Context: an optimization exercise on an open-source flow, tuned for small area, a short achievable clock period and few clock cycles. The choices shown serve that exercise and are no tape-out recipe.
Where RTL was checked, it was by simulation tests only, not by an equivalence proof against the original.
No activity file was given, so power comes from the tool's default toggle rates.

==> flow/design.v <==
package dma_pkg;
    localparam int DATA_W     = 32;
    localparam int PADDR_W    = 32;
    localparam int WORD_AW    = 16;           
    localparam int BE_W       = DATA_W / 8;
    localparam int SIZE_W     = 16;
    localparam int FIFO_DEPTH = 4;
    localparam int FIFO_LVL_W = 3;            
    localparam int BANK_BIT   = 20;           
    localparam logic [PADDR_W-1:0] REG_SRC  = 32'h0000_0000;
    localparam logic [PADDR_W-1:0] REG_DST  = 32'h0000_0004;
    localparam logic [PADDR_W-1:0] REG_SIZE = 32'h0000_0008;
    localparam logic [PADDR_W-1:0] REG_MODE = 32'h0000_000c;
    localparam logic [PADDR_W-1:0] REG_INT  = 32'h0000_0010;
    localparam logic [BE_W-1:0] BE_ALL  = '1;
    localparam logic [BE_W-1:0] BE_NONE = '0;
    typedef union packed {
        logic [DATA_W-1:0] raw;
        struct packed {
            logic [DATA_W-BANK_BIT-2:0] unused_hi;     
            logic                       bank;
            logic [1:0]                 unused_lo;     
            logic [WORD_AW-1:0]         word;
            logic [1:0]                 offset;
        } f;
    } dma_addr_u;
endpackage
`timescale 1ns/10ps
module dma_top (
    input  logic                        CLK,
    input  logic                        RSTN,
    output logic                        INTR,
    input  logic                        PSEL,
    input  logic                        PENABLE,
    output logic                        PREADY,
    input  logic                        PWRITE,
    input  logic [dma_pkg::PADDR_W-1:0] PADDR,
    input  logic [dma_pkg::DATA_W-1:0]  PWDATA,
    output logic [dma_pkg::DATA_W-1:0]  PRDATA,
    output logic                        mem0_en,
    output logic [dma_pkg::BE_W-1:0]    mem0_we,
    output logic [dma_pkg::WORD_AW-1:0] mem0_addr,
    output logic [dma_pkg::DATA_W-1:0]  mem0_wdata,
    input  logic [dma_pkg::DATA_W-1:0]  mem0_rdata,
    output logic                        mem1_en,
    output logic [dma_pkg::BE_W-1:0]    mem1_we,
    output logic [dma_pkg::WORD_AW-1:0] mem1_addr,
    output logic [dma_pkg::DATA_W-1:0]  mem1_wdata,
    input  logic [dma_pkg::DATA_W-1:0]  mem1_rdata
);
    logic [31:0] src;
    logic [31:0] dst;
    logic [15:0] size;
    logic        busy;           
    logic        int_done;       
    logic        start_q;        
    logic        setup;
    logic        start;
    logic        wen_src, wen_dst, wen_size, wen_int;
    logic        last_wr;        
    assign PREADY = 1'b1;
    assign setup  = PSEL & ~PENABLE;
    logic armed;
    always_ff @(posedge CLK or negedge RSTN) begin
        if (!RSTN)
            armed <= 1'b0;
        else
            armed <= 1'b1;
    end
    logic [3:0] ws;
    logic [4:0] rs;
    logic       dec_src, dec_dst, dec_size, dec_mode, dec_int;
    logic       v_src, v_dst, v_size;
    assign dec_src  = PADDR == dma_pkg::REG_SRC;
    assign dec_dst  = PADDR == dma_pkg::REG_DST;
    assign dec_size = PADDR == dma_pkg::REG_SIZE;
    assign dec_mode = PADDR == dma_pkg::REG_MODE;
    assign dec_int  = PADDR == dma_pkg::REG_INT;
    always_ff @(posedge CLK) begin
        ws[0]   <= setup & PWRITE & dec_src;
        ws[1]   <= setup & PWRITE & dec_dst;
        ws[2]   <= setup & PWRITE & dec_size;
        ws[3]   <= setup & PWRITE & dec_int;
        rs[0]   <= setup & dec_src & v_src;
        rs[1]   <= setup & dec_dst & v_dst;
        rs[2]   <= setup & dec_size & v_size;
        rs[3]   <= setup & dec_mode;
        rs[4]   <= setup & dec_int;
        start_q <= n_start_q;
    end
    assign start    = start_q & armed & ~busy;
    assign wen_src  = ws[0] & armed & ~busy;
    assign wen_dst  = ws[1] & armed & ~busy;
    assign wen_size = ws[2] & armed & ~busy;
    assign wen_int  = ws[3] & armed & PWDATA[0];
    logic [31:0] src_q, dst_q;
    logic [15:0] size_q;
    always_ff @(posedge CLK) begin
        if (wen_src)  src_q  <= PWDATA;
        if (wen_dst)  dst_q  <= PWDATA;
        if (wen_size) size_q <= PWDATA[15:0];
    end
    assign src  = src_q & {32{v_src}};
    assign dst  = dst_q & {32{v_dst}};
    assign size = size_q & {16{v_size}};
    always_ff @(posedge CLK or negedge RSTN) begin
        if (!RSTN) begin
            v_src    <= 1'b0;
            v_dst    <= 1'b0;
            v_size   <= 1'b0;
            int_done <= 1'b0;
            INTR     <= 1'b0;
        end else begin
            if (wen_src)  v_src  <= 1'b1;
            if (wen_dst)  v_dst  <= 1'b1;
            if (wen_size) v_size <= 1'b1;
            if (wen_int)
                int_done <= 1'b0;
            INTR <= last_wr | (start & size == '0);
            if (last_wr | (start & size == '0))     
                int_done <= 1'b1;
        end
    end
    assign PRDATA = ({32{rs[0]}} & src_q)
                  | ({32{rs[1]}} & dst_q)
                  | {16'd0, {16{rs[2]}} & size_q}
                  | {31'd0, rs[3] & busy}
                  | {31'd0, rs[4] & int_done};
    logic        sb, db, same;   
    logic [1:0]  so, dof;
    logic        s;              
    logic [1:0]  c;              
    logic [1:0]  end_off;
    logic [3:0]  first_be, last_be;
    logic        one_word;       
    logic        one_word_q;
    assign sb       = src[dma_pkg::BANK_BIT];
    assign db       = dst[dma_pkg::BANK_BIT];
    assign same     = sb == db;
    assign so       = src[1:0];
    assign dof      = dst[1:0];
    assign s        = dof < so;
    assign c        = 2'((4'(dof) + 4'(size[1:0]) + 4'd3) >> 2);
    assign end_off  = dof + size[1:0];
    assign first_be = 4'hf << dof;
    assign last_be  = (end_off == 2'd0) ? 4'hf : ~(4'hf << end_off);
    assign one_word = (size[15:2] == 14'd0 && c == 2'd1) || (size[15:2] == 14'd1 && c == 2'd0);
    logic        reload;         
    logic        iss;            
    logic        rd_now;         
    logic        wr0, wr1, rd0, rd1;
    logic        infl;           
    logic        ready;          
    logic        skip;           
    logic        last;           
    logic [1:0]  d;              
    logic [3:0]  be;             
    logic        asel0, asel1;   
    logic [15:0] rd_addr;
    logic [15:0] wr_addr;
    logic [13:0] q;              
    logic [1:0]  ext;
    logic [31:0] W;              
    logic [23:0] C;              
    logic [31:0] rdata;
    logic        wr_now, rem2;
    logic        n_busy, n_ready, n_reload, n_skip, n_start_q, n_wr_now, n_rd;
    assign wr_now  = busy & ready;
    assign last_wr = wr_now & last;
    assign rem2 = (q == 14'd2 && ext == 2'd0) || (q == 14'd1 && ext == 2'd1)
               || (q == 14'd0 && ext == 2'd2);
    assign n_busy    = (busy & ~last_wr) | (start & size != '0);
    assign n_reload  = wen_src | wen_dst | last_wr;
    assign n_ready   = ~reload & ((infl & ~skip) | (ready & ~wr_now));
    assign n_skip    = reload ? s : (skip & ~infl);
    assign n_start_q = setup && PWRITE && PADDR == dma_pkg::REG_MODE && PWDATA == 32'd1;
    assign n_wr_now  = n_busy & n_ready;
    assign n_rd      = ~n_reload & ~(same & n_wr_now);
    assign rd_now    = rd0 | rd1;
    assign iss       = rd_now & ~reload & (busy | start_q | (~ready & ~(infl & ~skip)));
    assign rdata = sb ? mem0_rdata : mem1_rdata;
    logic [7:0] l0, l1, l2, l3;
    logic [31:0] w_nx;
    logic [23:0] c_nx;
    assign {l3, l2, l1, l0} = rdata;
    always_comb begin
        case (d)
            2'd0: w_nx = {l3, l2, l1, l0};
            2'd1: w_nx = {l2, l1, l0, C[7:0]};
            2'd2: w_nx = {l1, l0, C[15:0]};
            default: w_nx = {l0, C[23:0]};
        endcase
        c_nx[23:16] = l3;
        c_nx[15:8]  = (d == 2'd2) ? l3 : l2;
        case (d)
            2'd1: c_nx[7:0] = l3;
            2'd2: c_nx[7:0] = l2;
            default: c_nx[7:0] = l1;
        endcase
    end
    always_ff @(posedge CLK or negedge RSTN) begin
        if (!RSTN) begin
            busy   <= 1'b0;
            reload <= 1'b1;
        end else begin
            busy   <= n_busy;
            reload <= n_reload;
        end
    end
    always_ff @(posedge CLK) begin
        d          <= dof - so;
        one_word_q <= one_word;
        infl  <= iss;
        ready <= n_ready;
        skip  <= n_skip;
        asel0 <= db & (~sb | n_wr_now);
        asel1 <= ~db & (sb | n_wr_now);
        if (infl) begin
            W <= w_nx;
            C <= c_nx;
        end
        rd_addr <= reload ? src[17:2] : rd_addr + 16'(iss);
        wr_addr <= start ? dst[17:2] : wr_addr + 16'(wr_now);
        q       <= start ? size[15:2] : q - 14'(wr_now & ext == 2'd0);
        if (start) begin
            ext     <= c;
            last    <= one_word_q;
            be      <= first_be & (one_word_q ? last_be : 4'hf);
        end else if (wr_now) begin
            if (ext != 2'd0)
                ext <= ext - 1'b1;
            last <= rem2;
            be   <= rem2 ? last_be : 4'hf;
        end
    end
    always_ff @(posedge CLK or negedge RSTN) begin
        if (!RSTN) begin
            wr0 <= 1'b0;
            wr1 <= 1'b0;
        end else begin
            wr0 <= db & n_wr_now;
            wr1 <= ~db & n_wr_now;
        end
    end
    always_ff @(posedge CLK) begin
        rd0 <= sb & n_rd;
        rd1 <= ~sb & n_rd;
    end
    assign mem0_en    = wr0 | rd0;
    assign mem1_en    = wr1 | rd1;
    assign mem0_we    = wr0 ? be : 4'd0;
    assign mem1_we    = wr1 ? be : 4'd0;
    assign mem0_addr  = asel0 ? wr_addr : rd_addr;
    assign mem1_addr  = asel1 ? wr_addr : rd_addr;
    assign mem0_wdata = W;
    assign mem1_wdata = W;
endmodule
clock: 6.0 ns
lec_check: 0
cap_margin: 20
core_margin: 2
core_utilization: 65
setup_slack_margin: 3.3
slew_margin: 20
standard.sh (not shown) runs the stock make flow with config.mk's settings and CLKGATE_MAP_FILE= SYNTH_SCRIPT=/design/flow/synth_recipe.tcl, a recipe that flattens the netlist after the stock synthesis.
==> flow/flow/run.sh <==
#!/bin/bash
# Standard ORFS layout (standard.sh) with changes to port buffers and CTS.
set -euo pipefail
export BUFFER_PORTS_ARGS="-buffer_cell sky130_fd_sc_hd__buf_1"
export CTS_ARGS="-sink_clustering_enable -repair_clock_nets -dont_use_dummy_load -buf_list {sky130_fd_sc_hd__clkbuf_8 sky130_fd_sc_hd__clkbuf_16} -sink_clustering_size 25 -sink_clustering_max_diameter 150"
bash standard.sh > standard_make.log 2>&1
Testbench counts at the start, summed over its fixed seeds: cycles 17,162.
Rerun with:
--- a/flow/design.v
+++ b/flow/design.v
@@ -120,11 +120,11 @@
             if (last_wr | (start & size == '0))     
                 int_done <= 1'b1;
         end
     end
-    assign PRDATA = ({32{rs[0]}} & src_q)
-                  | ({32{rs[1]}} & dst_q)
-                  | {16'd0, {16{rs[2]}} & size_q}
+    logic [31:0] rd_sd;
+    assign rd_sd  = ({32{rs[0]}} & src_q) | ({32{rs[1]}} & dst_q);
+    assign PRDATA = {rd_sd[31:16], rs[2] ? size_q : rd_sd[15:0]}
                   | {31'd0, rs[3] & busy}
                   | {31'd0, rs[4] & int_done};
     logic        sb, db, same;   
     logic [1:0]  so, dof;
Die area shrinks by 0.49%.
Non-clock buffer count climbs by 1.
Design area climbs by about 2%.
Flip-flop and latch count is unchanged.
Utilization is higher by 1.7 points.
Via count rises by 2.3%.
Clock power goes down by about 0.5%.
Final cell count rose by 1.1%.
No functional check of the RTL was part of the second run of this note.

-- re-timing with driven ports --
Ports are ideal in the flow. The routed layouts listed here were re-timed in OpenROAD. Step 1 assumes that a clkbuf_16 drives the clock port and a buf_2 every other input. Step 2, shift: input delay + t, output delay - t, t = (earliest + latest rising clock arrival at the registers) / 2. This alone moves slack from input paths to output paths. a / b / c = ideal / step 1 / step 2; a / b = the first two.
run	t (ns)	setup WS [ns]	worst hold slack (ns)	worst setup path after step 2	worst data-port slew with drivers (ns)
the first run	0.500	3.288 / 3.243 / 3.373	0.501 / 0.501 / 0.501	input to register	0.05
the second run	0.495	3.251 / 3.206 / 3.379	0.499 / 0.499 / 0.499	register to register	0.07
After both steps every run listed still meets setup and hold.
